Context: an optimization exercise on an open-source flow, tuned for small area, a short achievable clock period and few clock cycles per item. The choices shown serve that exercise and are no tape-out recipe.
No run shown here included a check of the RTL's function; only the layout flow was run.
Power and IR drop assume default switching activity.

## flow/design.v (module list and top-level ports; edited modules follow where they fit)
// module csa_fa: 9 lines
// module csa_ha: 8 lines
// module binary_neuron: 958 lines
module binary_neuron (
    input  logic                    clk,
    input  logic                    reset,
    input  logic                    in_valid,
    output logic                    in_ready,
    input  logic [320:0]            in_req,
    output logic                    out_valid,
    input  logic                    out_ready,
    output logic [9:0]              out_sum
);
  // ...
==> flow/flow/run.sh <==
#!/bin/bash
# The standard layout (standard.sh: ORFS synthesis to final layout), with
# two changes:
#  - the input and output ports are buffered with the smallest buffer,
#    sky130_fd_sc_hd__buf_1, instead of the cell buffer_ports picks by default
#    (clkdlybuf4s50_1); later repair steps may still resize them;
#  - clock tree synthesis adds no dummy loads to the clock tree, and groups
#    the flip-flops into clusters of up to 15 within 75 um for its leaf
#    buffers (instead of searching for a clustering itself).
set -euo pipefail
# keep temporary files (Yosys/ABC) inside the work folder
export TMPDIR="$PWD/tmp"
mkdir -p "$TMPDIR"
export BUFFER_PORTS_ARGS="-buffer_cell sky130_fd_sc_hd__buf_1"
export CTS_ARGS="-sink_clustering_enable -repair_clock_nets -buf_list sky130_fd_sc_hd__clkbuf_8 -dont_use_dummy_load -sink_clustering_size 15 -sink_clustering_max_diameter 75"
bash standard.sh > standard_flow.log 2>&1
==> flow/standard.sh <==
#!/bin/bash
# synth_recipe.tcl (not shown) runs the flow's synth.tcl, then flattens the netlist and writes it again
# the make line also repeats each setting of config.mk as NAME=value (left out here)
make -C /OpenROAD-flow-scripts/flow DESIGN_CONFIG=/design/flow/config.mk WORK_HOME=/design/flow/orfs CLKGATE_MAP_FILE= SYNTH_SCRIPT=/design/flow/synth_recipe.tcl "${@:-finish}"
==> flow/config.mk <==
export PLATFORM = sky130hd
export DESIGN_NAME = binary_neuron
export DESIGN_NICKNAME = binary_neuron
export VERILOG_FILES = /design/flow/design.v
export SDC_FILE = /design/flow/constraint.sdc
export NUM_CORES = 4
export LEC_CHECK = 0
export CAP_MARGIN = 20
export CORE_MARGIN = 2
export CORE_UTILIZATION = 40
export CTS_BUF_LIST = sky130_fd_sc_hd__clkbuf_8
export SLEW_MARGIN = 20
export SYNTH_HIERARCHICAL = 1
export SYNTH_MINIMUM_KEEP_SIZE = 0
==> flow/constraint.sdc <==
create_clock -name core_clock -period 6.0 [get_ports {clk}]
set_input_delay 1.2000 -clock core_clock [delete_from_list [all_inputs] [get_ports {clk}]]
set_output_delay 1.2000 -clock core_clock [all_outputs]
set_load 0.01 [all_outputs]
==> flow_metrics.env, run 1 <==
export IMPL_status="finished clean"
export IMPL_cts_root_buf="clkbuf_8"
export IMPL_grt_use_total=0.186
export IMPL_synth_top_family_by_area="adder cells"
export IMPL_largest_reg_flops=40
export IMPL_synth_compound_area_share=0.0263
export IMPL_r2r_cells=4
export IMPL_maxPowerGroup="combinational cells"
export IMPL_met2_usage=0.348
export IMPL_synth_cell_type_count=40
export IMPL_gp_congestion=0.827
export IMPL_ys_top_cells_by_count="fa_1, nor2_1, dfxtp_1"
export IMPL_drc=0
export IMPL_multi_input_area_sq_mm=0.00899
export IMPL_fin_skew_ps=45.2
export IMPL_grt_pass1_vias=9521
export IMPL_met1_length_mm=14.1
export IMPL_intPower_mw=4.64
export IMPL_num_multi_input_gates=899
export IMPL_cp_slowest_cell="fa_1"
export IMPL_pg_clk_uw=759
export IMPL_start_util=0.403
export IMPL_tns_ps=0
export IMPL_drtAntennaViolNets=0
export IMPL_cp_top_family="adder cells"
export IMPL_cts_hold_buf=0
export IMPL_layout_min_cycle_time_ps=2570
==> run 2, diff against run 1 <==
--- a/flow/design.v
+++ b/flow/design.v
@@ -3,24 +3,16 @@
     input  logic a,
     input  logic b,
     input  logic c,
     output logic s,
     output logic co
 );
     assign {co, s} = {1'b0, a} + {1'b0, b} + {1'b0, c};
 endmodule
-module csa_ha (
-    input  logic a,
-    input  logic b,
-    output logic s,
-    output logic co
-);
-    assign {co, s} = {1'b0, a} + {1'b0, b};
-endmodule
 `timescale 1ns/10ps
 module binary_neuron (
     input  logic                    clk,
     input  logic                    reset,
     input  logic                    in_valid,
     output logic                    in_ready,
     input  logic [320:0]            in_req,
     output logic                    out_valid,
@@ -214,19 +206,19 @@
     wire p2_61 = in_req[75] ^ (~in_req[3] & (in_req[73] | in_req[74]));
     wire q3_61 = ~(in_req[76] ^ (~in_req[3] & (in_req[73] | in_req[74] | in_req[75])));
     wire p1_62 = in_req[70] ^ (~in_req[2] & in_req[69]);
     wire p2_62 = in_req[71] ^ (~in_req[2] & (in_req[69] | in_req[70]));
     wire q3_62 = ~(in_req[72] ^ (~in_req[2] & (in_req[69] | in_req[70] | in_req[71])));
     wire p1_63 = in_req[66] ^ (~in_req[1] & in_req[65]);
     wire p2_63 = in_req[67] ^ (~in_req[1] & (in_req[65] | in_req[66]));
     wire q3_63 = ~(in_req[68] ^ (~in_req[1] & (in_req[65] | in_req[66] | in_req[67])));
-    logic r1_s39, r1_s41, r1_s43, r1_s45, r1_s47, r1_s49, r1_s51, r1_s53, r1_s55, r1_s123, r1_s125, r1_s127, r1_s129, r1_s131, r1_s133, r1_s135, r1_s137, r1_s139, r1_s141, r1_s143, r1_s145, r1_c122, r1_c124, r1_c126, r1_c128, r1_c130, r1_c132, r1_c134, r1_c136, r1_s203, r1_s205, r1_s207, r1_s209, r1_s211, r1_s213, r1_s215, r1_s217, r1_s219, r1_s221, r1_s223, r1_s225, r1_s227, r1_s229, r1_s231, r1_c138, r1_c140, r1_c142, r1_c144, r1_c146, r1_s233, r1_s235, r1_s311, r1_s313, r1_c204, r1_c206, r1_c208, r1_c210, r1_c212, r1_c214, r1_c216, r1_c218, r1_c220, r1_c222, r1_c224, r1_c226, r1_c228, r1_c230, r1_c232, r1_s315, r1_s317, r1_s319, r1_s321, r1_s323, r1_s325, r1_s327, r1_c234, r1_c236, r1_s329, r1_s331, r1_s333, r1_s335, r1_s337, r1_s339, r1_s341, r1_c314, r1_c316, r1_c318, r1_c320, r1_c322, r1_c324, r1_c326, r1_c328, r1_c330, r1_c332, r1_c334, r1_c336, r1_c338, r1_c340, r1_c342, r1_s393, r1_s395, r1_s397, r1_s399, r1_s401, r1_s403, r1_s405, r1_c394, r1_c396, r1_c398, r1_c400, r1_c402, r1_c404, r1_c406;
-    logic r2_s265, r2_s267, r2_s269, r2_s383, r2_c270, r2_s385, r2_s387, r2_c386, r2_c388, r2_s441, r2_s443, r2_s445, r2_c442, r2_s469, r2_c444, r2_c446, r2_s471, r2_s473, r2_c468, r2_s485, r2_c470, r2_c472, r2_s487, r2_c474, r2_c488, r2_s497, r2_c498, r2_s63, r2_s157, r2_s159;
-    logic r3_s63, r3_s157, r3_s271, r3_s391, r3_s451, r3_s481, r3_s495, r3_c496, r3_c502, r3_c504, r3_s159, r3_c482, r3_s501, r3_s503;
+    logic r1_s57, r1_s59, r1_s61, r1_s123, r1_s125, r1_s127, r1_s129, r1_s131, r1_s133, r1_s135, r1_c58, r1_c60, r1_c62, r1_s137, r1_s139, r1_s141, r1_s143, r1_s145, r1_c122, r1_c124, r1_c126, r1_c128, r1_c130, r1_c132, r1_c134, r1_c136, r1_s203, r1_s205, r1_s207, r1_s209, r1_s211, r1_s213, r1_s215, r1_s217, r1_s219, r1_s221, r1_s223, r1_s225, r1_s227, r1_s229, r1_s231, r1_c138, r1_c140, r1_c142, r1_c144, r1_c146, r1_s233, r1_s235, r1_s311, r1_s313, r1_c204, r1_c206, r1_c208, r1_c210, r1_c212, r1_c214, r1_c216, r1_c218, r1_c220, r1_c222, r1_c224, r1_c226, r1_c228, r1_c230, r1_c232, r1_s315, r1_s317, r1_s319, r1_s321, r1_s323, r1_s325, r1_s327, r1_s329, r1_s331, r1_s333, r1_s335, r1_s337, r1_s339, r1_s341, r1_c234, r1_c236, r1_c314, r1_c316, r1_c318, r1_c320, r1_c322, r1_c324, r1_c326, r1_c328, r1_c330, r1_c332, r1_c334, r1_c336, r1_c338, r1_c340, r1_c342, r1_s393, r1_s395, r1_s397, r1_s399, r1_s401, r1_s403, r1_s405, r1_c394, r1_c396, r1_c398, r1_c400, r1_c402, r1_c404, r1_c406;
+    logic r2_s265, r2_s267, r2_s269, r2_s379, r2_c268, r2_s381, r2_c270, r2_s383, r2_s385, r2_c376, r2_c378, r2_c380, r2_s433, r2_c382, r2_s435, r2_s437, r2_s439, r2_c384, r2_c386, r2_s459, r2_s461, r2_s463, r2_c434, r2_c436, r2_c438, r2_s465, r2_c440, r2_s467, r2_s483, r2_c464, r2_c466, r2_c468, r2_s485, r2_c484, r2_c486, r2_s63, r2_s157, r2_s159;
+    logic r3_s477, r3_c452, r3_s479, r3_c478, r3_s493, r3_c480, r3_c492, r3_s499, r3_c494, r3_c498, r3_c500, r3_s63, r3_s157, r3_s271, r3_s391, r3_s451, r3_s159;
     wire s1 = ~(in_req[317] ^ in_req[313]);
     wire c2 = in_req[317] | in_req[313];
     wire s3, c4;
     csa_fa u_s3 (.a(in_req[309]), .b(in_req[305]), .c(in_req[301]), .s(s3), .co(c4));
     wire s5, c6;
     csa_fa u_s5 (.a(in_req[297]), .b(in_req[293]), .c(in_req[289]), .s(s5), .co(c6));
     wire s7, c8;
     csa_fa u_s7 (.a(in_req[285]), .b(in_req[281]), .c(in_req[277]), .s(s7), .co(c8));
@@ -274,23 +266,23 @@
     csa_fa u_s49 (.a(s15), .b(s17), .c(s19), .s(s49), .co(c50));
     wire s51, c52;
     csa_fa u_s51 (.a(s21), .b(s23), .c(s25), .s(s51), .co(c52));
     wire s53, c54;
     csa_fa u_s53 (.a(s27), .b(s29), .c(s31), .s(s53), .co(c54));
     wire s55, c56;
     csa_fa u_s55 (.a(s33), .b(s35), .c(s37), .s(s55), .co(c56));
     wire s57, c58;
-    csa_fa u_s57 (.a(r1_s39), .b(r1_s41), .c(r1_s43), .s(s57), .co(c58));
+    csa_fa u_s57 (.a(s39), .b(s41), .c(s43), .s(s57), .co(c58));
     wire s59, c60;
-    csa_fa u_s59 (.a(r1_s45), .b(r1_s47), .c(r1_s49), .s(s59), .co(c60));
+    csa_fa u_s59 (.a(s45), .b(s47), .c(s49), .s(s59), .co(c60));
     wire s61, c62;
-    csa_fa u_s61 (.a(r1_s51), .b(r1_s53), .c(r1_s55), .s(s61), .co(c62));
+    csa_fa u_s61 (.a(s51), .b(s53), .c(s55), .s(s61), .co(c62));
     wire s63, c64;
-    csa_fa u_s63 (.a(s57), .b(s59), .c(s61), .s(s63), .co(c64));
+    csa_fa u_s63 (.a(r1_s57), .b(r1_s59), .c(r1_s61), .s(s63), .co(c64));
     wire s65 = ~(in_req[0] ^ p1_0);
     wire c66 = in_req[0] | p1_0;
     wire s67, c68;
     csa_fa u_s67 (.a(p1_1), .b(p1_2), .c(p1_3), .s(s67), .co(c68));
     wire s69, c70;
     csa_fa u_s69 (.a(p1_4), .b(p1_5), .c(p1_6), .s(s69), .co(c70));
     wire s71, c72;
     csa_fa u_s71 (.a(p1_7), .b(p1_8), .c(p1_9), .s(s71), .co(c72));
@@ -368,25 +360,25 @@
     csa_fa u_s143 (.a(s111), .b(s113), .c(s115), .s(s143), .co(c144));
     wire s145, c146;
     csa_fa u_s145 (.a(s117), .b(s119), .c(s121), .s(s145), .co(c146));
     wire s147, c148;
     csa_fa u_s147 (.a(r1_s123), .b(r1_s125), .c(r1_s127), .s(s147), .co(c148));
     wire s149, c150;
     csa_fa u_s149 (.a(r1_s129), .b(r1_s131), .c(r1_s133), .s(s149), .co(c150));
     wire s151, c152;
-    csa_fa u_s151 (.a(r1_s135), .b(r1_s137), .c(r1_s139), .s(s151), .co(c152));
+    csa_fa u_s151 (.a(r1_s135), .b(r1_c58), .c(r1_c60), .s(s151), .co(c152));
     wire s153, c154;
-    csa_fa u_s153 (.a(r1_s141), .b(r1_s143), .c(r1_s145), .s(s153), .co(c154));
+    csa_fa u_s153 (.a(r1_c62), .b(r1_s137), .c(r1_s139), .s(s153), .co(c154));
     wire s155, c156;
-    csa_fa u_s155 (.a(c58), .b(c60), .c(c62), .s(s155), .co(c156));
+    csa_fa u_s155 (.a(r1_s141), .b(r1_s143), .c(r1_s145), .s(s155), .co(c156));
     wire s157, c158;
-    csa_fa u_s157 (.a(s147), .b(s149), .c(s151), .s(s157), .co(c158));
+    csa_fa u_s157 (.a(s147), .b(s149), .c(c64), .s(s157), .co(c158));
     wire s159, c160;
-    csa_fa u_s159 (.a(s153), .b(c64), .c(s155), .s(s159), .co(c160));
+    csa_fa u_s159 (.a(s151), .b(s153), .c(s155), .s(s159), .co(c160));
     wire s161 = ~(p2_0 ^ p2_1);
     wire c162 = p2_0 | p2_1;
     wire s163, c164;
     csa_fa u_s163 (.a(p2_2), .b(p2_3), .c(p2_4), .s(s163), .co(c164));
     wire s165, c166;
     csa_fa u_s165 (.a(p2_5), .b(p2_6), .c(p2_7), .s(s165), .co(c166));
     wire s167, c168;
     csa_fa u_s167 (.a(p2_8), .b(p2_9), .c(p2_10), .s(s167), .co(c168));
@@ -474,29 +466,29 @@
     csa_fa u_s249 (.a(r1_s223), .b(r1_s225), .c(r1_s227), .s(s249), .co(c250));
     wire s251, c252;
     csa_fa u_s251 (.a(r1_s229), .b(r1_s231), .c(r1_c138), .s(s251), .co(c252));
     wire s253, c254;
     csa_fa u_s253 (.a(r1_c140), .b(r1_c142), .c(r1_c144), .s(s253), .co(c254));
     wire s255, c256;
     csa_fa u_s255 (.a(r1_c146), .b(r1_s233), .c(r1_s235), .s(s255), .co(c256));
     wire s257, c258;
-    csa_fa u_s257 (.a(c148), .b(c150), .c(c152), .s(s257), .co(c258));
+    csa_fa u_s257 (.a(c148), .b(c150), .c(s237), .s(s257), .co(c258));
     wire s259, c260;
-    csa_fa u_s259 (.a(c154), .b(s237), .c(s239), .s(s259), .co(c260));
+    csa_fa u_s259 (.a(s239), .b(s241), .c(s243), .s(s259), .co(c260));
     wire s261, c262;
-    csa_fa u_s261 (.a(s241), .b(s243), .c(s245), .s(s261), .co(c262));
+    csa_fa u_s261 (.a(s245), .b(s247), .c(s249), .s(s261), .co(c262));
     wire s263, c264;
-    csa_fa u_s263 (.a(s247), .b(s249), .c(s251), .s(s263), .co(c264));
+    csa_fa u_s263 (.a(c152), .b(c154), .c(c156), .s(s263), .co(c264));
     wire s265, c266;
-    csa_fa u_s265 (.a(s253), .b(s255), .c(c156), .s(s265), .co(c266));
+    csa_fa u_s265 (.a(s251), .b(s253), .c(s255), .s(s265), .co(c266));
     wire s267, c268;
-    csa_fa u_s267 (.a(c158), .b(s257), .c(s259), .s(s267), .co(c268));
+    csa_fa u_s267 (.a(s257), .b(s259), .c(s261), .s(s267), .co(c268));
     wire s269, c270;
-    csa_fa u_s269 (.a(s261), .b(s263), .c(c160), .s(s269), .co(c270));
+    csa_fa u_s269 (.a(c158), .b(c160), .c(s263), .s(s269), .co(c270));
     wire s271, c272;
     csa_fa u_s271 (.a(r2_s265), .b(r2_s267), .c(r2_s269), .s(s271), .co(c272));
     wire s273 = ~(q3_0 ^ q3_1);
     wire c274 = q3_0 | q3_1;
     wire s275, c276;
     csa_fa u_s275 (.a(q3_2), .b(q3_3), .c(q3_4), .s(s275), .co(c276));
     wire s277, c278;
     csa_fa u_s277 (.a(q3_5), .b(q3_6), .c(q3_7), .s(s277), .co(c278));
@@ -576,49 +568,49 @@
     csa_fa u_s351 (.a(r1_c224), .b(r1_c226), .c(r1_c228), .s(s351), .co(c352));
     wire s353, c354;
     csa_fa u_s353 (.a(r1_c230), .b(r1_c232), .c(r1_s315), .s(s353), .co(c354));
     wire s355, c356;
     csa_fa u_s355 (.a(r1_s317), .b(r1_s319), .c(r1_s321), .s(s355), .co(c356));
     wire s357, c358;
     csa_fa u_s357 (.a(r1_s323), .b(r1_s325), .c(r1_s327), .s(s357), .co(c358));
     wire s359, c360;
-    csa_fa u_s359 (.a(r1_c234), .b(r1_c236), .c(r1_s329), .s(s359), .co(c360));
+    csa_fa u_s359 (.a(r1_s329), .b(r1_s331), .c(r1_s333), .s(s359), .co(c360));
     wire s361, c362;
-    csa_fa u_s361 (.a(r1_s331), .b(r1_s333), .c(r1_s335), .s(s361), .co(c362));
+    csa_fa u_s361 (.a(r1_s335), .b(r1_s337), .c(r1_s339), .s(s361), .co(c362));
     wire s363, c364;
-    csa_fa u_s363 (.a(r1_s337), .b(r1_s339), .c(r1_s341), .s(s363), .co(c364));
+    csa_fa u_s363 (.a(r1_s341), .b(r1_c234), .c(r1_c236), .s(s363), .co(c364));
     wire s365, c366;
     csa_fa u_s365 (.a(c238), .b(c240), .c(c242), .s(s365), .co(c366));
     wire s367, c368;
-    csa_fa u_s367 (.a(c244), .b(c246), .c(c248), .s(s367), .co(c368));
+    csa_fa u_s367 (.a(c244), .b(c246), .c(s343), .s(s367), .co(c368));
     wire s369, c370;
-    csa_fa u_s369 (.a(c250), .b(c252), .c(c254), .s(s369), .co(c370));
+    csa_fa u_s369 (.a(s345), .b(s347), .c(c248), .s(s369), .co(c370));
     wire s371, c372;
-    csa_fa u_s371 (.a(c256), .b(s343), .c(s345), .s(s371), .co(c372));
+    csa_fa u_s371 (.a(c250), .b(s349), .c(s351), .s(s371), .co(c372));
     wire s373, c374;
-    csa_fa u_s373 (.a(s347), .b(s349), .c(s351), .s(s373), .co(c374));
+    csa_fa u_s373 (.a(s353), .b(s355), .c(s357), .s(s373), .co(c374));
     wire s375, c376;
-    csa_fa u_s375 (.a(s353), .b(s355), .c(s357), .s(s375), .co(c376));
+    csa_fa u_s375 (.a(s359), .b(s361), .c(c252), .s(s375), .co(c376));
     wire s377, c378;
-    csa_fa u_s377 (.a(s359), .b(s361), .c(s363), .s(s377), .co(c378));
+    csa_fa u_s377 (.a(c254), .b(c256), .c(s363), .s(s377), .co(c378));
     wire s379, c380;
-    csa_fa u_s379 (.a(c258), .b(c260), .c(c262), .s(s379), .co(c380));
+    csa_fa u_s379 (.a(c258), .b(c260), .c(s365), .s(s379), .co(c380));
     wire s381, c382;
-    csa_fa u_s381 (.a(c264), .b(s365), .c(s367), .s(s381), .co(c382));
+    csa_fa u_s381 (.a(s367), .b(c262), .c(s369), .s(s381), .co(c382));
     wire s383, c384;
-    csa_fa u_s383 (.a(s369), .b(s371), .c(s373), .s(s383), .co(c384));
+    csa_fa u_s383 (.a(s371), .b(s373), .c(c264), .s(s383), .co(c384));
     wire s385, c386;
-    csa_fa u_s385 (.a(s375), .b(s377), .c(c266), .s(s385), .co(c386));
+    csa_fa u_s385 (.a(c266), .b(s375), .c(s377), .s(s385), .co(c386));
     wire s387, c388;
-    csa_fa u_s387 (.a(c268), .b(s379), .c(s381), .s(s387), .co(c388));
+    csa_fa u_s387 (.a(r2_s379), .b(r2_c268), .c(r2_s381), .s(s387), .co(c388));
     wire s389, c390;
-    csa_fa u_s389 (.a(r2_s383), .b(r2_c270), .c(r2_s385), .s(s389), .co(c390));
+    csa_fa u_s389 (.a(r2_c270), .b(r2_s383), .c(r2_s385), .s(s389), .co(c390));
     wire s391, c392;
-    csa_fa u_s391 (.a(r2_s387), .b(c272), .c(s389), .s(s391), .co(c392));
+    csa_fa u_s391 (.a(s387), .b(c272), .c(s389), .s(s391), .co(c392));
     wire s393 = ~(c274 ^ c276);
     wire c394 = c274 | c276;
     wire s395, c396;
     csa_fa u_s395 (.a(c278), .b(c280), .c(c282), .s(s395), .co(c396));
     wire s397, c398;
     csa_fa u_s397 (.a(c284), .b(c286), .c(c288), .s(s397), .co(c398));
     wire s399, c400;
     csa_fa u_s399 (.a(c290), .b(c292), .c(c294), .s(s399), .co(c400));
@@ -644,95 +636,95 @@
     csa_fa u_s419 (.a(r1_s399), .b(r1_s401), .c(r1_s403), .s(s419), .co(c420));
     wire s421, c422;
     csa_fa u_s421 (.a(r1_s405), .b(c344), .c(c346), .s(s421), .co(c422));
     wire s423, c424;
     csa_fa u_s423 (.a(c348), .b(c350), .c(c352), .s(s423), .co(c424));
     wire s425, c426;
     csa_fa u_s425 (.a(c354), .b(c356), .c(c358), .s(s425), .co(c426));
     wire s427, c428;
-    csa_fa u_s427 (.a(c360), .b(c362), .c(c364), .s(s427), .co(c428));
+    csa_fa u_s427 (.a(s407), .b(s409), .c(c360), .s(s427), .co(c428));
     wire s429, c430;
-    csa_fa u_s429 (.a(s407), .b(s409), .c(s411), .s(s429), .co(c430));
+    csa_fa u_s429 (.a(c362), .b(s411), .c(s413), .s(s429), .co(c430));
     wire s431, c432;
-    csa_fa u_s431 (.a(s413), .b(s415), .c(s417), .s(s431), .co(c432));
+    csa_fa u_s431 (.a(s415), .b(s417), .c(s419), .s(s431), .co(c432));
     wire s433, c434;
-    csa_fa u_s433 (.a(s419), .b(c366), .c(c368), .s(s433), .co(c434));
+    csa_fa u_s433 (.a(c364), .b(c366), .c(c368), .s(s433), .co(c434));
     wire s435, c436;
-    csa_fa u_s435 (.a(c370), .b(c372), .c(c374), .s(s435), .co(c436));
+    csa_fa u_s435 (.a(s421), .b(c370), .c(c372), .s(s435), .co(c436));
     wire s437, c438;
-    csa_fa u_s437 (.a(c376), .b(c378), .c(s421), .s(s437), .co(c438));
+    csa_fa u_s437 (.a(c374), .b(s423), .c(s425), .s(s437), .co(c438));
     wire s439, c440;
-    csa_fa u_s439 (.a(s423), .b(s425), .c(s427), .s(s439), .co(c440));
+    csa_fa u_s439 (.a(s427), .b(s429), .c(s431), .s(s439), .co(c440));
     wire s441, c442;
-    csa_fa u_s441 (.a(s429), .b(s431), .c(c380), .s(s441), .co(c442));
+    csa_fa u_s441 (.a(r2_c376), .b(r2_c378), .c(r2_c380), .s(s441), .co(c442));
     wire s443, c444;
-    csa_fa u_s443 (.a(c382), .b(s433), .c(c384), .s(s443), .co(c444));
+    csa_fa u_s443 (.a(r2_s433), .b(r2_c382), .c(r2_s435), .s(s443), .co(c444));
     wire s445, c446;
-    csa_fa u_s445 (.a(s435), .b(s437), .c(s439), .s(s445), .co(c446));
+    csa_fa u_s445 (.a(r2_s437), .b(r2_s439), .c(r2_c384), .s(s445), .co(c446));
     wire s447, c448;
-    csa_fa u_s447 (.a(r2_c386), .b(r2_c388), .c(r2_s441), .s(s447), .co(c448));
+    csa_fa u_s447 (.a(r2_c386), .b(s441), .c(c388), .s(s447), .co(c448));
     wire s449, c450;
-    csa_fa u_s449 (.a(r2_s443), .b(r2_s445), .c(c390), .s(s449), .co(c450));
+    csa_fa u_s449 (.a(s443), .b(c390), .c(s445), .s(s449), .co(c450));
     wire s451, c452;
-    csa_fa u_s451 (.a(s447), .b(s449), .c(c392), .s(s451), .co(c452));
+    csa_fa u_s451 (.a(s447), .b(c392), .c(s449), .s(s451), .co(c452));
     wire s453 = ~(r1_c394 ^ r1_c396);
     wire c454 = r1_c394 | r1_c396;
     wire s455, c456;
     csa_fa u_s455 (.a(r1_c398), .b(r1_c400), .c(r1_c402), .s(s455), .co(c456));
     wire s457, c458;
     csa_fa u_s457 (.a(r1_c404), .b(r1_c406), .c(c408), .s(s457), .co(c458));
     wire s459, c460;
     csa_fa u_s459 (.a(c410), .b(c412), .c(c414), .s(s459), .co(c460));
     wire s461, c462;
     csa_fa u_s461 (.a(c416), .b(c418), .c(c420), .s(s461), .co(c462));
     wire s463, c464;
     csa_fa u_s463 (.a(s453), .b(s455), .c(c422), .s(s463), .co(c464));
     wire s465, c466;
-    csa_fa u_s465 (.a(c424), .b(c426), .c(c428), .s(s465), .co(c466));
+    csa_fa u_s465 (.a(c424), .b(c426), .c(s457), .s(s465), .co(c466));
     wire s467, c468;
-    csa_fa u_s467 (.a(c430), .b(c432), .c(s457), .s(s467), .co(c468));
+    csa_fa u_s467 (.a(c428), .b(c430), .c(c432), .s(s467), .co(c468));
     wire s469, c470;
-    csa_fa u_s469 (.a(s459), .b(s461), .c(c434), .s(s469), .co(c470));
+    csa_fa u_s469 (.a(r2_s459), .b(r2_s461), .c(r2_s463), .s(s469), .co(c470));
     wire s471, c472;
-    csa_fa u_s471 (.a(c436), .b(c438), .c(c440), .s(s471), .co(c472));
+    csa_fa u_s471 (.a(r2_c434), .b(r2_c436), .c(r2_c438), .s(s471), .co(c472));
     wire s473, c474;
-    csa_fa u_s473 (.a(s463), .b(s465), .c(s467), .s(s473), .co(c474));
+    csa_fa u_s473 (.a(r2_s465), .b(r2_c440), .c(r2_s467), .s(s473), .co(c474));
     wire s475, c476;
-    csa_fa u_s475 (.a(r2_c442), .b(r2_s469), .c(r2_c444), .s(s475), .co(c476));
+    csa_fa u_s475 (.a(c442), .b(s469), .c(c444), .s(s475), .co(c476));
     wire s477, c478;
-    csa_fa u_s477 (.a(r2_c446), .b(r2_s471), .c(r2_s473), .s(s477), .co(c478));
+    csa_fa u_s477 (.a(s471), .b(s473), .c(c446), .s(s477), .co(c478));
     wire s479, c480;
-    csa_fa u_s479 (.a(c448), .b(s475), .c(s477), .s(s479), .co(c480));
+    csa_fa u_s479 (.a(c448), .b(s475), .c(c450), .s(s479), .co(c480));
     wire s481, c482;
-    csa_fa u_s481 (.a(c450), .b(s479), .c(c452), .s(s481), .co(c482));
+    csa_fa u_s481 (.a(r3_s477), .b(r3_c452), .c(r3_s479), .s(s481), .co(c482));
     wire s483 = ~(c454 ^ c456);
     wire c484 = c454 | c456;
     wire s485, c486;
     csa_fa u_s485 (.a(c458), .b(c460), .c(c462), .s(s485), .co(c486));
     wire s487, c488;
-    csa_fa u_s487 (.a(s483), .b(c464), .c(c466), .s(s487), .co(c488));
+    csa_fa u_s487 (.a(r2_s483), .b(r2_c464), .c(r2_c466), .s(s487), .co(c488));
     wire s489, c490;
-    csa_fa u_s489 (.a(r2_c468), .b(r2_s485), .c(r2_c470), .s(s489), .co(c490));
+    csa_fa u_s489 (.a(r2_c468), .b(r2_s485), .c(c470), .s(s489), .co(c490));
     wire s491, c492;
-    csa_fa u_s491 (.a(r2_c472), .b(r2_s487), .c(r2_c474), .s(s491), .co(c492));
+    csa_fa u_s491 (.a(c472), .b(s487), .c(c474), .s(s491), .co(c492));
     wire s493, c494;
-    csa_fa u_s493 (.a(c476), .b(c478), .c(s489), .s(s493), .co(c494));
+    csa_fa u_s493 (.a(s489), .b(c476), .c(s491), .s(s493), .co(c494));
     wire s495, c496;
-    csa_fa u_s495 (.a(s491), .b(c480), .c(s493), .s(s495), .co(c496));
-    wire s497 = ~(c484 ^ c486);
-    wire c498 = c484 | c486;
+    csa_fa u_s495 (.a(r3_c478), .b(r3_s493), .c(r3_c480), .s(s495), .co(c496));
+    wire s497 = ~(r2_c484 ^ r2_c486);
+    wire c498 = r2_c484 | r2_c486;
     wire s499, c500;
-    csa_fa u_s499 (.a(r2_c488), .b(r2_s497), .c(c490), .s(s499), .co(c500));
+    csa_fa u_s499 (.a(c488), .b(s497), .c(c490), .s(s499), .co(c500));
     wire s501, c502;
-    csa_fa u_s501 (.a(c492), .b(s499), .c(c494), .s(s501), .co(c502));
-    wire s503 = ~(r2_c498 ^ c500);
-    wire c504 = r2_c498 | c500;
-    wire [9:0] row_a = {r3_c504, r3_c502, r3_c496, r3_s495, r3_s481, r3_s451, r3_s391, r3_s271, r3_s157, r3_s63};
-    wire [9:0] row_b = {1'b0, r3_s503, r3_s501, r3_c482, 1'b0, 1'b0, 1'b0, 1'b0, r3_s159, 1'b0};
+    csa_fa u_s501 (.a(r3_c492), .b(r3_s499), .c(r3_c494), .s(s501), .co(c502));
+    wire s503 = ~(r3_c498 ^ r3_c500);
+    wire c504 = r3_c498 | r3_c500;
+    wire [9:0] row_a = {c504, s503, s501, s495, s481, r3_s451, r3_s391, r3_s271, r3_s157, r3_s63};
+    wire [9:0] row_b = {1'b0, c502, c496, c482, 1'b0, 1'b0, 1'b0, 1'b0, r3_s159, 1'b0};
     wire [9:0] total = row_a + row_b;
     logic         accept, pop;
     logic [4:0] pending, pending_next;
     assign accept = in_valid && in_ready;
     assign pop    = out_valid && out_ready;
     always_comb begin
         case ({accept, pop})
             2'b10:   pending_next = {pending[3:0], 1'b1};
@@ -753,32 +745,29 @@
     always_ff @(posedge clk) begin
         if (reset) begin
             stage_valid <= '0;
         end else begin
             stage_valid <= {stage_valid[2:1], accept};
         end
     end
     always_ff @(posedge clk) begin
-        r1_s39 <= s39;
-        r1_s41 <= s41;
-        r1_s43 <= s43;
-        r1_s45 <= s45;
-        r1_s47 <= s47;
-        r1_s49 <= s49;
-        r1_s51 <= s51;
-        r1_s53 <= s53;
-        r1_s55 <= s55;
+        r1_s57 <= s57;
+        r1_s59 <= s59;
+        r1_s61 <= s61;
         r1_s123 <= s123;
         r1_s125 <= s125;
         r1_s127 <= s127;
         r1_s129 <= s129;
         r1_s131 <= s131;
         r1_s133 <= s133;
         r1_s135 <= s135;
+        r1_c58 <= c58;
+        r1_c60 <= c60;
+        r1_c62 <= c62;
         r1_s137 <= s137;
         r1_s139 <= s139;
         r1_s141 <= s141;
         r1_s143 <= s143;
         r1_s145 <= s145;
         r1_c122 <= c122;
         r1_c124 <= c124;
         r1_c126 <= c126;
@@ -828,25 +817,25 @@
         r1_c232 <= c232;
         r1_s315 <= s315;
         r1_s317 <= s317;
         r1_s319 <= s319;
         r1_s321 <= s321;
         r1_s323 <= s323;
         r1_s325 <= s325;
         r1_s327 <= s327;
-        r1_c234 <= c234;
-        r1_c236 <= c236;
         r1_s329 <= s329;
         r1_s331 <= s331;
         r1_s333 <= s333;
         r1_s335 <= s335;
         r1_s337 <= s337;
         r1_s339 <= s339;
         r1_s341 <= s341;
+        r1_c234 <= c234;
+        r1_c236 <= c236;
         r1_c314 <= c314;
         r1_c316 <= c316;
         r1_c318 <= c318;
         r1_c320 <= c320;
         r1_c322 <= c322;
         r1_c324 <= c324;
         r1_c326 <= c326;
         r1_c328 <= c328;
@@ -871,89 +860,96 @@
         r1_c402 <= c402;
         r1_c404 <= c404;
         r1_c406 <= c406;
     end
     always_ff @(posedge clk) begin
         r2_s265 <= s265;
         r2_s267 <= s267;
         r2_s269 <= s269;
-        r2_s383 <= s383;
+        r2_s379 <= s379;
+        r2_c268 <= c268;
+        r2_s381 <= s381;
         r2_c270 <= c270;
+        r2_s383 <= s383;
         r2_s385 <= s385;
-        r2_s387 <= s387;
+        r2_c376 <= c376;
+        r2_c378 <= c378;
+        r2_c380 <= c380;
+        r2_s433 <= s433;
+        r2_c382 <= c382;
+        r2_s435 <= s435;
+        r2_s437 <= s437;
+        r2_s439 <= s439;
+        r2_c384 <= c384;
         r2_c386 <= c386;
-        r2_c388 <= c388;
-        r2_s441 <= s441;
-        r2_s443 <= s443;
-        r2_s445 <= s445;
-        r2_c442 <= c442;
-        r2_s469 <= s469;
-        r2_c444 <= c444;
-        r2_c446 <= c446;
-        r2_s471 <= s471;
-        r2_s473 <= s473;
+        r2_s459 <= s459;
+        r2_s461 <= s461;
+        r2_s463 <= s463;
+        r2_c434 <= c434;
+        r2_c436 <= c436;
+        r2_c438 <= c438;
+        r2_s465 <= s465;
+        r2_c440 <= c440;
+        r2_s467 <= s467;
+        r2_s483 <= s483;
+        r2_c464 <= c464;
+        r2_c466 <= c466;
         r2_c468 <= c468;
         r2_s485 <= s485;
-        r2_c470 <= c470;
-        r2_c472 <= c472;
-        r2_s487 <= s487;
-        r2_c474 <= c474;
-        r2_c488 <= c488;
-        r2_s497 <= s497;
-        r2_c498 <= c498;
+        r2_c484 <= c484;
+        r2_c486 <= c486;
         r2_s63 <= s63;
         r2_s157 <= s157;
         r2_s159 <= s159;
     end
     always_ff @(posedge clk) begin
+        r3_s477 <= s477;
+        r3_c452 <= c452;
+        r3_s479 <= s479;
+        r3_c478 <= c478;
+        r3_s493 <= s493;
+        r3_c480 <= c480;
+        r3_c492 <= c492;
+        r3_s499 <= s499;
+        r3_c494 <= c494;
+        r3_c498 <= c498;
+        r3_c500 <= c500;
         r3_s63 <= r2_s63;
         r3_s157 <= r2_s157;
         r3_s271 <= s271;
         r3_s391 <= s391;
         r3_s451 <= s451;
-        r3_s481 <= s481;
-        r3_s495 <= s495;
-        r3_c496 <= c496;
-        r3_c502 <= c502;
-        r3_c504 <= c504;
         r3_s159 <= r2_s159;
-        r3_c482 <= c482;
-        r3_s501 <= s501;
-        r3_s503 <= s503;
     end
     logic [9:0]      q_data [0:3];
     logic [3:0]    q_wr, q_rd, q_occ;
     logic [9:0]      q_head;
     logic            q_empty;
     logic            result;        
     logic            head_load;     
     logic            q_push, q_pull;
     assign result    = stage_valid[3];
     assign q_empty   = !q_occ[0];
     assign head_load = !out_valid || out_ready;
     assign q_pull    = head_load && !q_empty;
     assign q_push    = result && !(head_load && q_empty);
-    logic [3:0]    q_occ_next;
-    logic            q_empty_sel;   
-    logic [3:0]    occ_if_load, occ_if_hold;
-    assign occ_if_hold = result ? {q_occ[2:0], 1'b1} : q_occ;
-    assign occ_if_load = (result || q_empty) ? q_occ : {1'b0, q_occ[3:1]};
-    assign q_occ_next  = head_load ? occ_if_load : occ_if_hold;
     always_ff @(posedge clk) begin
         if (reset) begin
-            q_wr        <= 4'd1;
-            q_rd        <= 4'd1;
-            q_occ       <= '0;
-            q_empty_sel <= 1'b1;
+            q_wr  <= 4'd1;
+            q_rd  <= 4'd1;
+            q_occ <= '0;
         end else begin
             if (q_push) q_wr <= {q_wr[2:0], q_wr[3]};
             if (q_pull) q_rd <= {q_rd[2:0], q_rd[3]};
-            q_occ       <= q_occ_next;
-            q_empty_sel <= !q_occ_next[0];
+            case ({q_push, q_pull})
+                2'b10:   q_occ <= {q_occ[2:0], 1'b1};
+                2'b01:   q_occ <= {1'b0, q_occ[3:1]};
+                default: ;
+            endcase
         end
     end
     always_ff @(posedge clk) begin
         for (int i = 0; i < 4; i++) begin
             if (q_push && q_wr[i]) q_data[i] <= total;
         end
     end
     always_comb begin
@@ -966,12 +962,12 @@
         if (reset) begin
             out_valid <= 1'b0;
         end else if (head_load) begin
             out_valid <= !q_empty || result;
         end
     end
     always_ff @(posedge clk) begin
         if (head_load) begin
-            out_sum <= q_empty_sel ? total : q_head;
+            out_sum <= q_empty ? total : q_head;
         end
     end
 endmodule
==> flow/flow/run.sh (replaced) <==
#!/bin/bash
# The standard layout (standard.sh: ORFS synthesis to final layout), with
# one change: the input and output ports are buffered with the smallest
# buffer, sky130_fd_sc_hd__buf_1, instead of the cell buffer_ports picks by
# default (clkdlybuf4s50_1).  Later repair steps may still resize them.
set -euo pipefail
export BUFFER_PORTS_ARGS="-buffer_cell sky130_fd_sc_hd__buf_1"
bash standard.sh > standard_flow.log 2>&1
==> flow/config.mk (replaced) <==
export PLATFORM = sky130hd
export DESIGN_NAME = binary_neuron
export DESIGN_NICKNAME = binary_neuron
export VERILOG_FILES = /design/flow/design.v
export SDC_FILE = /design/flow/constraint.sdc
export NUM_CORES = 4
export LEC_CHECK = 0
export CAP_MARGIN = 20
export CORE_MARGIN = 2
export CORE_UTILIZATION = 40
export CTS_BUF_LIST = sky130_fd_sc_hd__clkbuf_4 sky130_fd_sc_hd__clkbuf_8
export SLEW_MARGIN = 20
export SYNTH_HIERARCHICAL = 1
export SYNTH_MINIMUM_KEEP_SIZE = 0
==> flow_metrics.env, run 2 <==
export IMPL_critical_path_max_fanout=4
export IMPL_multi_input_area_sq_mm=0.00893
export IMPL_area_growth_synth_to_final_pct=18.4
export IMPL_cts_setup_buffers=0
export IMPL_crit_required_ps=6400
export IMPL_critPathMaxStageDelay_ps=670
export IMPL_cts_clk_slew_worst_paths_ps=60
export IMPL_cts_made_buffers=39
export IMPL_cts_root_buf="clkbuf_8"
export IMPL_vias=9280
export IMPL_grt_pass1_vias=10168
export IMPL_cp_slowest_cell="fa_1"
export IMPL_antenna_found_initial=0
export IMPL_fin_skew_ps=23.1
export IMPL_muxShareOfSynthArea=0.00140
export IMPL_status="finished clean"
export IMPL_stdcell_area_sq_mm=0.0170
export IMPL_vias_per_cell=4.57
export IMPL_dp_hpwl_mm=30.3
export IMPL_synthSimpleGateAreaFrac=0.118
export IMPL_synthTopCellsByArea="fa_1, dfxtp_1, edfxtp_1"
export IMPL_cts_tree="yes"
export IMPL_drc=0
export IMPL_port_buffer_count=336
export IMPL_num_io_pins=337
export IMPL_synth_cell_type_count=33
export IMPL_crit_type="in2reg"
export IMPL_cp_top_family="adder cells"
export IMPL_synth_xor_area_share=0.121
export IMPL_final_cell_mix="buf_1, fa_1, nor2_1"
export IMPL_regMostFlops="q_data"
export IMPL_setup_violations_final=0
export IMPL_synth_compound_area_share=0.0269
export IMPL_hold_path_class="reg2reg"
export IMPL_nFillCells=3270
export IMPL_fp_dieH_microns=193
export IMPL_grt_ovfl_total=0
export IMPL_fp_dieW_microns=193
export IMPL_layout_min_cycle_time_ps=2640
export IMPL_tns_ps=0
export IMPL_r2r_cells=6
export IMPL_synth_edf_count=50
export IMPL_start_kind="primary input"
export IMPL_drtAntennaViolNets=0
export IMPL_syn_area_sq_mm=0.0144
export IMPL_power_leakage_nw=6.31
export IMPL_grt_first_pass_wirelength_mm=54.2
export IMPL_grt_max_degree=27
export IMPL_vdd_drop_max_mv=0.259
export IMPL_crit_arrival_ps=3040
export IMPL_cts_hold_buf=0
export IMPL_cap_violations=0
export IMPL_num_antenna_cells=0
export IMPL_met2_usage=0.355
export IMPL_rows=69
export IMPL_cp_end_kind="register"
export IMPL_gr_usage_met1=0.232
export IMPL_slew_viol_final=0
export IMPL_core_area_sq_mm=0.0355
export IMPL_firstDrtPassIters=4
export IMPL_grt_use_total=0.189
export IMPL_insertion_delay_ps=530
export IMPL_ys_top_cells_by_count="fa_1, nor2_1, dfxtp_1"
export IMPL_postPlaceCellArea_sq_mm=0.0161
export IMPL_gp_congestion=0.845
export IMPL_synth_net_count=1762
export IMPL_die_area_sq_mm=0.0374
export IMPL_powerDensity_mw_per_mm2=498
export IMPL_relSlewSlack=0.409
export IMPL_wl_per_cell_microns=17.2
export IMPL_ctsHtreeMaxLevel=2
export IMPL_path_cells="buf_1 -> fa_1 -> fa_1 -> fa_1"
export IMPL_reg_top3="q_data x40, out_sum x10, pending x5"
export IMPL_drive_gt1_frac=0.0446
export IMPL_final_common_cell="buf_1"
export IMPL_yosysMostFrequentCell="fa_1"
export IMPL_ys_warn_count=8
export IMPL_synth_seq_cells=237
export IMPL_synth_top_family_by_area="adder cells"
export IMPL_cts_sinks=237
export IMPL_postCtsResizedCells=0
export IMPL_timing_final_crit_share=0.440
export IMPL_yosysTopAreaCell="fa_1"
export IMPL_path_depth=4
export IMPL_crit_path_frequent_cell="fa_1"
export IMPL_synth_area_per_cell_sq_um=12.2
export IMPL_routed_wl_mm=34.9
export IMPL_synth_adder_area_share=0.354
export IMPL_fmax_ghz=0.379
export IMPL_rsz0062_at_grt="false"
export IMPL_use_met3=0.0265
export IMPL_seqCellArea_sq_mm=0.00525
export IMPL_worst_pin_slew_ps=886
export IMPL_syn_instance_count=1177
export IMPL_largest_reg_flops=40
export IMPL_drt_iter0_drc=285
export IMPL_holdPathStages=0
export IMPL_yosys_area_top_type_share=0.339
export IMPL_start_util=0.404
export IMPL_cts_buffer_depth=3
export IMPL_critPathBufInv=1
export IMPL_layout_nets=2128
export IMPL_yosysSeqAreaShare=0.366
export IMPL_hold_viol_final=0
export IMPL_synth_top_flop_cell="dfxtp_1"
export IMPL_async_reset_ff_frac=0
export IMPL_grt_busiest_layer="met2"
## run 2: final timing paths
kind | from | end | slack, ps
max | in_req[105] | r1_s145 | 3360
min | r2_s159 | r3_s159 | 320
max reg2reg | q_occ[0] | q_occ[0] | 3590
min reg2reg | r2_s159 | r3_s159 | 320
## run 2: layer usage
metal	up-vias	routed length, microns
met2	229	18900
li1	4489	-
met5	-	0
met4	0	416
met1	4526	14200
met3	36	1300
## run 2: where the power goes
part           switching, mW  leakage [nW]  total (mW)  internal [mW]
Combinational           2.21          3.85        4.08           1.87
Sequential             0.375          2.03        2.88           2.50
Clock                  0.635         0.436        1.50          0.866
Total                   3.22          6.31        8.46           5.24
## run 2: logic make-up (layout without fill, tap and decap cells)
family / Yosys count / count (layout)
adders and majority gates: 260 / 260
xor gates and xnor gates: 199 / 199
AOI/OAI and AO/OA: 56 / 56
buffers and inverters: 47 / 440
and+or+nand+nor: 376 / 376
DFF: 237 / 237
muxes: 2 / 2
## run 2: area by class of cell
cell class	instances	area share
Tap cell	461	0.0340
Sequential cell	237	0.309
Inverter	36	0.00796
Timing Repair Buffer	336	0.0743
Clock inverter	11	0.00648
Multi-Input combinational cell	893	0.526
Clock buffer	57	0.0429
## run 2: per-stage QoR
step | hold WS, ps | std cells | util | setup slack (ps) | power, mW
floorplan | 310 | 1177 | - | 3200 | 5.40
global placement | 314 | 1963 | 0.455 | 2810 | 6.92
detailed placement | 312 | 1963 | 0.455 | 2780 | 7.03
CTS | 316 | 2031 | 0.479 | 3350 | 8.61
global route | 326 | 2031 | 0.479 | 3310 | 9.20
finish | 317 | 2031 | 0.479 | 3360 | 8.46
## run 2: Yosys stat by module (local to each module, per instance)
module,times used,flip-flops and latches,cells
csa_fa,243,0,1
binary_neuron,1,237,934

-- afterwards: timing with drivers on the ports --
In the flow no input, the clock included, has a driving cell. The finished layouts below were timed again as built, in two steps.
Step 1 (the two cells are an assumption about what drives the block):
set clk [get_ports {clk}]
set_driving_cell -lib_cell sky130_fd_sc_hd__clkbuf_16 $clk
set_driving_cell -lib_cell sky130_fd_sc_hd__buf_2 [delete_from_list [all_inputs] $clk]
Step 2 adds t to the input delays and takes it off the output delays; t is the mean of the earliest and latest rising clock arrival at the registers after step 1. Input paths then give back, and output paths get back, about the clock's delay inside the block.
a / b / c = ideal / step 1 / step 2; a / b = the first two.
run	shift t [ns]	setup WS [ns]	latest minus earliest clock arrival (ns)	worst slew at a driven data input, ns	cell pins on the clock port's net
run 1	0.553	3.427 / 3.451 / 2.898	0.052 / 0.052	0.07	1
run 2	0.566	3.359 / 3.380 / 2.814	0.026 / 0.026	0.08	1
After both steps setup and hold are still met in every run listed. The setup slack of run 2, which loses most, moves by +0.021 ns with the drivers and by -0.545 ns with both steps.
